Background: an optimization exercise with open tools, aiming at small area, a short achievable clock period and few clock cycles per item. Do not read the settings as production practice.
In this exercise RTL edits were held to simulation tests only and were not proved equivalent to the original.

==> flow/design.v (excerpt) <==
module ooo_core (
    input  wire logic        clk,
    input  wire logic        i_arst_n,
    input  wire logic        i_disp_valid,
    input  wire logic [2:0]  i_disp_op,
    input  wire logic [4:0]  i_disp_rdst,
    input  wire logic [31:0] i_disp_a,
    input  wire logic [31:0] i_disp_b,
    output logic             o_disp_ready,
    output logic             o_ret_valid,
    output logic [4:0]       o_ret_rdst,
    output logic [2:0]       o_ret_tag,
    output logic [31:0]      o_ret_data,
    input  wire logic        i_ret_ready
);
Size in the first run: ~2300 cells after synthesis, ~280 flip-flops, roughly 25000 µm² of cells after synthesis.
Settings: LEC_CHECK=0, CAP_MARGIN=20, CORE_MARGIN=2, CORE_UTILIZATION=40, SETUP_SLACK_MARGIN=2.8, SLEW_MARGIN=20, TNS_END_PERCENT=0; clock period 6.5 ns.
run.sh (not shown) runs the stock make flow with config.mk's settings and CLKGATE_MAP_FILE= SYNTH_SCRIPT=/design/flow/synth_recipe.tcl, a recipe that flattens the netlist after the stock synthesis.
The first run ran to the end with no violations.
Testbench counts at the start, summed over its fixed seeds: cycles 9,148, items 8,000.
Edit:
--- a/flow/config.mk
+++ b/flow/config.mk
@@ -9,5 +9,4 @@
 export CORE_MARGIN = 2
 export CORE_UTILIZATION = 40
-export SETUP_SLACK_MARGIN = 2.8
+export SETUP_SLACK_MARGIN = 3.2
 export SLEW_MARGIN = 20
-export TNS_END_PERCENT = 0
The new run completed without violations; cell count went up by 1.2%; flip-flop and latch count does not change; register-to-register slack improves by 0.07 ns.

---

## run 1
Another version of the RTL of ooo_core (not shown whole).
Size in the first run: ~250 flip-flops, roughly 120 I/O pins, ~23000 µm² of cells after synthesis.
==> flow/config.mk <==
export PLATFORM = sky130hd
export DESIGN_NAME = ooo_core
export DESIGN_NICKNAME = ooo_core
export VERILOG_FILES = /design/flow/design.v
export SDC_FILE = /design/flow/constraint.sdc
export NUM_CORES = 4
export LEC_CHECK = 0
export CAP_MARGIN = 20
export CORE_MARGIN = 2
export CORE_UTILIZATION = 40
export SETUP_SLACK_MARGIN = 3.1
export SLEW_MARGIN = 20
==> flow/constraint.sdc <==
create_clock -name core_clock -period 6.5 [get_ports {clk}]
set_input_delay 1.3000 -clock core_clock [delete_from_list [all_inputs] [get_ports {clk}]]
set_output_delay 1.3000 -clock core_clock [all_outputs]
set_load 0.01 [all_outputs]
standard.sh (not shown) runs the stock make flow with config.mk's settings and CLKGATE_MAP_FILE= SYNTH_SCRIPT=/design/flow/synth_recipe.tcl, a recipe that flattens the netlist after the stock synthesis.
==> flow/flow/run.sh <==
#!/bin/bash
# The standard layout (standard.sh, unchanged ORFS steps), with one synthesis option:
# SYNTH_ARGS=-noabc skips the quick "abc -fast" inside Yosys's generic synth, so that
# extract_fa meets the carry-save adder tree as the RTL writes it and maps it onto
# full-adder cells without inverters between them. The main ABC mapping still runs.
# Registers and their names are the same as the standard synthesis's.
# Port buffers: every input and output port still gets its own buffer, but the smallest
# plain buffer rather than a delay buffer; the resizer upsizes the ones that need it.
# Clock tree: no dummy loads (and, here, larger sink clusters), for fewer clock cells.
set -euo pipefail
cd "$(dirname "${BASH_SOURCE[0]}")/.."
export SYNTH_ARGS="-noabc"
export BUFFER_PORTS_ARGS="-buffer_cell sky130_fd_sc_hd__buf_1"
export CTS_ARGS="-sink_clustering_enable -repair_clock_nets -dont_use_dummy_load -sink_clustering_size 30 -sink_clustering_max_diameter 150"
bash standard.sh > flow_standard.log 2>&1
Testbench counts of run 1, summed over its fixed seeds: cycles 9,148, items 8,000.
The inputs of run 2 differ from those of run 1 as listed below.
--- a/flow/flow/run.sh
+++ b/flow/flow/run.sh
@@ -7,9 +7,9 @@
 # Port buffers: every input and output port still gets its own buffer, but the smallest
 # plain buffer rather than a delay buffer; the resizer upsizes the ones that need it.
-# Clock tree: no dummy loads (and, here, larger sink clusters), for fewer clock cells.
+# Clock tree: no dummy loads and larger sink clusters, for fewer clock cells.
 set -euo pipefail
 cd "$(dirname "${BASH_SOURCE[0]}")/.."
 export SYNTH_ARGS="-noabc"
 export BUFFER_PORTS_ARGS="-buffer_cell sky130_fd_sc_hd__buf_1"
-export CTS_ARGS="-sink_clustering_enable -repair_clock_nets -dont_use_dummy_load -sink_clustering_size 30 -sink_clustering_max_diameter 150"
+export CTS_ARGS="-sink_clustering_enable -repair_clock_nets -dont_use_dummy_load -sink_clustering_size 20 -sink_clustering_max_diameter 100"
 bash standard.sh > flow_standard.log 2>&1
--- a/flow/config.mk
+++ b/flow/config.mk
@@ -9,4 +9,4 @@
 export CORE_MARGIN = 2
 export CORE_UTILIZATION = 40
-export SETUP_SLACK_MARGIN = 3.1
+export SETUP_SLACK_MARGIN = 3.2
 export SLEW_MARGIN = 20
When the final numbers for run 2 and run 1 were put side by side, the maximum clock rate turned out to be greater in run 2.
Run 2 -> run 1: cell count after synthesis delta 0, exact match
In the metrics for run 2 and run 1, the one carrying the lower clock buffer instance count of the final layout is run 1.
Inputs modified between run 2 and run 3:
--- a/flow/flow/run.sh
+++ b/flow/flow/run.sh
@@ -7,9 +7,9 @@
 # Port buffers: every input and output port still gets its own buffer, but the smallest
 # plain buffer rather than a delay buffer; the resizer upsizes the ones that need it.
-# Clock tree: no dummy loads and larger sink clusters, for fewer clock cells.
+# Clock tree: no dummy loads (and, here, larger sink clusters), for fewer clock cells.
 set -euo pipefail
 cd "$(dirname "${BASH_SOURCE[0]}")/.."
 export SYNTH_ARGS="-noabc"
 export BUFFER_PORTS_ARGS="-buffer_cell sky130_fd_sc_hd__buf_1"
-export CTS_ARGS="-sink_clustering_enable -repair_clock_nets -dont_use_dummy_load -sink_clustering_size 20 -sink_clustering_max_diameter 100"
+export CTS_ARGS="-sink_clustering_enable -repair_clock_nets -dont_use_dummy_load"
 bash standard.sh > flow_standard.log 2>&1
--- a/flow/config.mk
+++ b/flow/config.mk
@@ -9,4 +9,4 @@
 export CORE_MARGIN = 2
 export CORE_UTILIZATION = 40
-export SETUP_SLACK_MARGIN = 3.2
+export SETUP_SLACK_MARGIN = 3.1
 export SLEW_MARGIN = 20
Findings:
Any difference in synthesized area divided by synthesized cell count between run 2 and run 3 is small enough to ignore.
Overall routing resource usage essentially unchanged between run 2 and run 3.
Taking run 2 as the reference, in run 3 number of nets in the layout fell by 24, pin slew with the least headroom to its limit increased by 50 ps relative to the old numbers, max-capacitance violation count now sits at about the same level.
Area added between synthesis and finish (run 3 over run 2): decrease, 1.9 points
Number of buffers and inverters on the critical path was lower in the run labelled run 2.
Between run 3 and run 2, the placed instance count does not differ in any meaningful way.
Run 3: full flow OK, the timing, design-rule and antenna checks passed
met3 demand-to-capacity share in global routing for run 3: 0.81 points up relative to run 2
#### Input delta (run 4 over run 3)
--- a/flow/flow/run.sh
+++ b/flow/flow/run.sh
@@ -7,9 +7,7 @@
 # Port buffers: every input and output port still gets its own buffer, but the smallest
 # plain buffer rather than a delay buffer; the resizer upsizes the ones that need it.
-# Clock tree: no dummy loads (and, here, larger sink clusters), for fewer clock cells.
 set -euo pipefail
 cd "$(dirname "${BASH_SOURCE[0]}")/.."
 export SYNTH_ARGS="-noabc"
 export BUFFER_PORTS_ARGS="-buffer_cell sky130_fd_sc_hd__buf_1"
-export CTS_ARGS="-sink_clustering_enable -repair_clock_nets -dont_use_dummy_load"
 bash standard.sh > flow_standard.log 2>&1
Findings:
- Final cell area: run 4 above run 3
- Total length of routed met2 wires (lower): run 3
- Looking at critical path endpoint, the out_q[30] result is from run 3; the out_q[28] one comes from run 4.
- Compared with run 3, in run 4 worst setup slack shows an increase of 38 ps, hold slack shows an increase of 3.7 ps.
> inputs changed (run 4 -> run 5)
--- a/flow/config.mk
+++ b/flow/config.mk
@@ -8,5 +8,5 @@
 export CAP_MARGIN = 20
 export CORE_MARGIN = 2
-export CORE_UTILIZATION = 40
+export CORE_UTILIZATION = 55
 export SETUP_SLACK_MARGIN = 3.1
 export SLEW_MARGIN = 20
--- outcome ---
Run 5 -> run 4: source-to-sink clock delay at the later pin of the worst-skew pair flat. Delta (run 5 minus run 4): total detailed-routing wirelength moved down; cell count after placement moved down. Run 5 went all the way through synthesis, placement and routing and the layout is clean on timing, DRC and antenna.

---

## v4
ooo_core, a different RTL version from the one above (not shown whole).
Size in the first run: about 2100 cells after synthesis, ~250 flip-flops, roughly 120 I/O pins, ~0.024 mm2 of cells after synthesis.
==> flow/design.v (excerpt) <==
module ooo_core (
    input  wire logic        clk,
    input  wire logic        i_arst_n,
    input  wire logic        i_disp_valid,
    input  wire logic [2:0]  i_disp_op,
    input  wire logic [4:0]  i_disp_rdst,
    input  wire logic [31:0] i_disp_a,
    input  wire logic [31:0] i_disp_b,
    output logic             o_disp_ready,
    output logic             o_ret_valid,
    output logic [4:0]       o_ret_rdst,
    output logic [2:0]       o_ret_tag,
    output logic [31:0]      o_ret_data,
    input  wire logic        i_ret_ready
);
    function automatic logic [31:0] rev32(logic [31:0] v);
        for (int i = 0; i < 32; i++) rev32[i] = v[31-i];
    endfunction
    logic        en;
    logic        take;
    logic        is_mul, is_shift, is_addsub, is_sub;
    logic [31:0] a0;
    logic [15:0] one0, two0, neg0;
    logic [32:0] bx;
    logic [31:0] bs;
    assign is_mul    = (i_disp_op == 3'd7);
    assign is_shift  = (i_disp_op == 3'd5) | (i_disp_op == 3'd6);
    assign is_addsub = (i_disp_op == 3'd0) | (i_disp_op == 3'd1);
    assign is_sub    = (i_disp_op == 3'd1);
    assign bs        = i_disp_b ^ {32{is_sub}};
    always_comb begin
        case (i_disp_op)
            3'd2:    a0 = i_disp_a & i_disp_b;
            3'd3:    a0 = i_disp_a | i_disp_b;
            3'd4:    a0 = i_disp_a ^ i_disp_b;
            3'd6:    a0 = rev32(i_disp_a);
            default: a0 = i_disp_a;
        endcase
    end
    assign bx = {i_disp_b, 1'b0};
    always_comb begin
        neg0[0] = bx[2] & is_mul;
        for (int j = 1; j < 16; j++) neg0[j] = (bx[2*j+2] & is_mul) | (bs[16+j] & is_addsub);
    end
    always_comb begin
        for (int j = 0; j < 16; j++) begin
            if (is_mul) begin
                one0[j] = bx[2*j+1] ^ bx[2*j];
                two0[j] = (bx[2*j+2] & ~bx[2*j+1] & ~bx[2*j]) | (~bx[2*j+2] & bx[2*j+1] & bx[2*j]);
            end else if (is_shift) begin
                one0[j] = (i_disp_b[4:1] == 4'(j)) & ~i_disp_b[0];
                two0[j] = (i_disp_b[4:1] == 4'(j)) & i_disp_b[0];
            end else begin
                one0[j] = (j == 0);
                two0[j] = 1'b0;
            end
        end
    end
    logic        v1;
    logic [31:0] a1;
    logic [15:0] one1, two1, neg1;
    logic [4:0]  rdst1;
  ...
clock: 6.5 ns
lec_check: 0
cap_margin: 20
core_margin: 2
core_utilization: 40
setup_slack_margin: 3.1
slew_margin: 20
==> flow/flow/run.sh <==
#!/bin/bash
# The standard layout (standard.sh, unchanged ORFS steps), with one synthesis option:
# SYNTH_ARGS=-noabc skips the quick "abc -fast" inside Yosys's generic synth, so that
# extract_fa meets the carry-save adder tree as the RTL writes it and maps it onto
# full-adder cells without inverters between them. The main ABC mapping still runs.
# Registers and their names are the same as the standard synthesis's.
# Port buffers: every input and output port still gets its own buffer, but the smallest
# plain buffer rather than a delay buffer; the resizer upsizes the ones that need it.
# Clock tree: no dummy loads and larger sink clusters, for fewer clock cells.
set -euo pipefail
cd "$(dirname "${BASH_SOURCE[0]}")/.."
export SYNTH_ARGS="-noabc"
export BUFFER_PORTS_ARGS="-buffer_cell sky130_fd_sc_hd__buf_1"
export CTS_ARGS="-sink_clustering_enable -repair_clock_nets -dont_use_dummy_load -sink_clustering_size 20 -sink_clustering_max_diameter 100"
bash standard.sh > flow_standard.log 2>&1
The flow did not stop early for v4: all stages ran, and the layout cleared the timing, design-rule and antenna checks.
Testbench counts of v4, summed over its fixed seeds: cycles 9,148, items 8,000.
### v4 -> v5
Settings: a change of CAP_MARGIN from 20 to 5; a change of SLEW_MARGIN from 20 to 5.
Results
For hold slack, v5 and v4 come out practically identical.
Lower fraction of area in non-clock buffers among v4 and v5: v4
The final cell count was comparable across v4 and v5.
v5: no failed stages, no open violations at the end
Relative to v4, v5 degrades worst setup slack.
Changes observed in v5 relative to v4: post-layout minimum cycle time +0.032 ns, number of design-rule violations left by the first detailed-router iteration -11, final core utilization ~0 delta.
Between v4 and v5, the difference in final area is negligible.
Against v4, v5 comes in 0.0084 ns higher on clock skew.
### v5 -> v48
Settings: changing SLEW_MARGIN from 5 to 20; changing SETUP_SLACK_MARGIN from 3.1 to 3.25; changing CAP_MARGIN from 5 to 20.
v48 ended with more layout overhead on the synthesized area than v5.
Taking v5 as the reference, in v48 transition time of the tightest slew-check pin saw an increase; relative max-transition margin saw a decrease.
On critical path depth: v48 sits below v5.
Of v48 and v5, the run reporting the lower clock-buffer cell count was v48.
[compare] base=v5 new=v48: slack of the critical path climbed 0.14 ns, wire length climbed about 5.6%.

-- port drivers added, routing unchanged --
Ports are ideal in the flow. The routed layouts listed here were re-timed in OpenROAD. Step 1: set_driving_cell puts a clkbuf_16 on clk and a buf_2 on each other input, an assumption about the parent block. Step 2 times the ports against the registers' clock, not the clock port: input delays grow and output delays shrink by t, the midpoint of the rising clock arrivals with the driver on. Slacks: ideal / step 1 / step 2; pairs: ideal / step 1.
| run | t (ns) | slack for setup (ns) | worst data-port slew with drivers (ns) |
|---|---|---|---|
| the first run of note 1 | 0.613 | 2.784 / 2.766 / 2.381 | 0.10 |
| the second run of note 1 | 0.618 | 2.852 / 2.852 / 2.804 | 0.09 |
| run 1 | 0.539 | 3.011 / 3.011 / 2.829 | 0.06 |
| run 2 | 0.565 | 3.053 / 3.053 / 2.847 | 0.06 |
| run 3 | 0.620 | 3.006 / 3.006 / 2.831 | 0.06 |
| run 4 | 0.654 | 3.044 / 3.044 / 2.878 | 0.06 |
| run 5 | 0.648 | 3.028 / 3.028 / 2.975 | 0.08 |
| v4 | 0.576 | 3.127 / 3.127 / 2.676 | 0.06 |
| v5 | 0.581 | 3.094 / 3.094 / 2.668 | 0.06 |
| v48 | 0.574 | 3.239 / 3.239 / 2.921 | 0.06 |
After both steps setup and hold are still met in every run listed. The setup slack of v4, which loses most, moves by 0.000 ns with the drivers and by -0.451 ns with both steps.
